This design comes from an exercise in tuning for small area on the open sky130 flow, not from production work.
Function was checked by simulation only, so behaviour that the tests miss may differ from the original.
Power figures rest on the tool's default switching activity, not on a simulated workload.

## qar_timer_mc
module qar_timer_mc #(
  parameter int CNT_W  = 32,
  parameter int NUM_CH = 8,
  parameter int PRE_W  = 16
) (
  input  logic              clk,
  input  logic              rst,
  input  logic              bus_write,
  input  logic              bus_read,
  input  logic [5:0]        addr_word,
  input  logic [31:0]       wdata,
  output logic [31:0]       rdata,
  input  logic [NUM_CH-1:0] capture_in,
  output logic [NUM_CH-1:0] pwm_out,
  output logic              irq
);
  logic              alive_reg;
  logic              en_reg;
  logic              oneshot_reg;
  logic [PRE_W-1:0]  prescale_reg;
  logic [PRE_W-1:0]  pre_cnt_reg;
  logic [CNT_W-1:0]  count_reg;
  logic [CNT_W-1:0]  top_reg;
  logic              wrap_reg;
  logic [NUM_CH-1:0] evt_reg;
  logic [NUM_CH-1:0] ovr_reg;
  logic              irq_wrap_en_reg;
  logic [NUM_CH-1:0] irq_evt_en_reg;
  logic [NUM_CH-1:0] irq_ovr_en_reg;
  logic              glb;
  logic [5:0]        gsel;
  logic [NUM_CH-1:0] chsel;
  logic [3:0]        osel;
  assign glb = (addr_word[5:3] == 3'd0);
  for (genvar g = 0; g < 6; g++) begin : g_gsel
    assign gsel[g] = glb && (addr_word[2:0] == g);
  end
  for (genvar i = 0; i < NUM_CH; i++) begin : g_chsel
    assign chsel[i] = (addr_word[5:2] == 4'(i + 2));
  end
  for (genvar k = 0; k < 4; k++) begin : g_osel
    assign osel[k] = (addr_word[1:0] == k);
  end
  logic wr_ctrl, wr_prescale, wr_count, wr_top, wr_status, wr_irq_en;
  assign wr_ctrl     = bus_write && gsel[REG_CTRL];
  assign wr_prescale = bus_write && gsel[REG_PRESCALE];
  ...
Size: roughly 91 I/O pins, ~0.050 mm2 of cells after synthesis.
==> flow/config.mk <==
export PLATFORM = sky130hd
export DESIGN_NAME = qar_timer_mc
export DESIGN_NICKNAME = qar_timer_mc
export VERILOG_FILES = /design/flow/design.v
export SDC_FILE = /design/flow/constraint.sdc
export NUM_CORES = 4
export LEC_CHECK = 0
export ABC_AREA = 1
export CAP_MARGIN = 20
export CORE_MARGIN = 2
export CORE_UTILIZATION = 40
export SLEW_MARGIN = 20
==> flow/constraint.sdc <==
create_clock -name core_clock -period 15.0 [get_ports {clk}]
set_input_delay 3.0000 -clock core_clock [delete_from_list [all_inputs] [get_ports {clk}]]
set_output_delay 3.0000 -clock core_clock [all_outputs]
set_load 0.01 [all_outputs]
standard.sh (not shown) runs the stock make flow with config.mk's settings and CLKGATE_MAP_FILE= SYNTH_SCRIPT=/design/flow/synth_recipe.tcl, a recipe that flattens the netlist after the stock synthesis.
==> flow/flow/run.sh <==
#!/bin/bash
# Layout flow: the standard flow (standard.sh: standard synthesis, then
# ORFS floorplan to finish), with two changes to how the layout is built:
#  - clock tree: clkbuf_8 buffers, sink clusters of up to 14 flops within
#    80 um, and no dummy loads (fewer, smaller clock buffers);
#  - port buffers: every input and output port still gets its own buffer,
#    using buf_1 cells.
# Each tool's full output goes to standard.log in this folder.
set -uo pipefail
export CTS_ARGS="-sink_clustering_enable -repair_clock_nets -dont_use_dummy_load -buf_list sky130_fd_sc_hd__clkbuf_8 -sink_clustering_size 14 -sink_clustering_max_diameter 80"
export BUFFER_PORTS_ARGS="-buffer_cell sky130_fd_sc_hd__buf_1"
bash standard.sh > standard.log 2>&1
status=$?
cp -r orfs/logs standard_logs 2>/dev/null || true
exit $status
The starting point completed with no timing, DRC or antenna violations.
Rerun with:
==> flow/flow/run.sh (replaced) <==
#!/bin/bash
# Layout flow: the standard flow (standard.sh: standard synthesis, then
# ORFS floorplan to finish), with these changes to how the layout is built:
#  - clock tree: clkbuf_8 buffers, sink clusters of up to 14 flops within
#    80 um, and no dummy loads (fewer, smaller clock buffers);
#  - port buffers: every input and output port still gets its own buffer,
#    using buf_1 cells;
#  - after global routing, repair_timing -recover_power 100 downsizes
#    gates off the critical paths.
# Each tool's full output goes to standard.log in this folder.
set -uo pipefail
here=$(pwd)
export CTS_ARGS="-sink_clustering_enable -repair_clock_nets -dont_use_dummy_load -buf_list sky130_fd_sc_hd__clkbuf_8 -sink_clustering_size 14 -sink_clustering_max_diameter 80"
export BUFFER_PORTS_ARGS="-buffer_cell sky130_fd_sc_hd__buf_1"
export PRE_GLOBAL_PLACE_TCL="$here/flow/pre_global_place.tcl"
export RECOVER_POWER=100
bash standard.sh > standard.log 2>&1
status=$?
cp -r orfs/logs standard_logs 2>/dev/null || true
exit $status
==> flow/flow/pre_global_place.tcl (new file) <==
# Hook sourced by ORFS global_place.tcl before placement: drop the buffers
# that synthesis inserted, as the timing-driven placement would; the repair
# steps that follow re-buffer only the nets that need it.
remove_buffers
--- a/flow/config.mk
+++ b/flow/config.mk
@@ -11,2 +11,3 @@
 export CORE_UTILIZATION = 40
+export GPL_TIMING_DRIVEN = 0
 export SLEW_MARGIN = 20
- The changed run finished but failed the layout checks on capacitance limit, slew limit
- core utilization drops by 0.61 points
- setup slack is worse by 300 ps
- power stays flat
- final area drops slightly
- global-route usage climbs by 0.15 points
- count of clock-buffer cells in the layout is unchanged
- routed wire length climbs slightly
- final cell count drops slightly
- clock skew drops by 5.9 ps
- synthesized cell count stays the same
Rerun with:
==> flow/flow/run.sh (replaced) <==
#!/bin/bash
# Layout flow: the standard flow (standard.sh: standard synthesis, then
# ORFS floorplan to finish), with these changes to how the layout is built:
#  - clock tree: clkbuf_8 buffers, sink clusters of up to 12 flops within
#    60 um, and no dummy loads (fewer, smaller clock buffers);
#  - port buffers: every input and output port still gets its own buffer,
#    using buf_1 cells;
set -uo pipefail
here=$(pwd)
export CTS_ARGS="-sink_clustering_enable -repair_clock_nets -dont_use_dummy_load -buf_list sky130_fd_sc_hd__clkbuf_8 -sink_clustering_size 12 -sink_clustering_max_diameter 60"
export BUFFER_PORTS_ARGS="-buffer_cell sky130_fd_sc_hd__buf_1"
export PRE_GLOBAL_PLACE_TCL="$here/flow/pre_global_place.tcl"
bash standard.sh > standard.log 2>&1
status=$?
cp -r orfs/logs standard_logs 2>/dev/null || true
exit $status
Effect: This time the run went through all stages and came out clean. Total power rises by 3.6%. Global-route usage hardly moves. Via count rises by about 0.5%. Combinational power rises by about 2%. Final cell count increases by 0.35%. Synthesized area stays the same. Die area stays the same. Routed wire length stays flat. Core utilization is higher by 0.67 points.

[port drivers added, routing unchanged]
The flow's constraints put no driver on any port. The routed layouts listed below were extracted and timed again, unchanged, in two steps. Step 1 assumes that a clkbuf_16 drives the clock port and a buf_2 every other input. Step 2 adds t to the input delays and takes it off the output delays; t is the mean of the earliest and latest rising clock arrival at the registers after step 1. Input paths then give back, and output paths get back, about the clock's delay inside the block. Three values: ideal ports, drivers, drivers and shift; two values: the first two.
run | t (ns) | slack for setup (ns) | worst setup path after step 2 | latest minus earliest clock arrival (ns) | slew at the worst register clock pin (ns)
the first run | 0.869 | 1.958 / 1.958 / 1.958 | register to register | 0.072 / 0.071 | 0.12 / 0.12
the second run | 0.917 | 1.658 / 1.658 / 1.658 | register to register | 0.054 / 0.055 | 0.11 / 0.11
the third run | 0.907 | 1.655 / 1.655 / 1.655 | register to register | 0.073 / 0.072 | 0.10 / 0.10
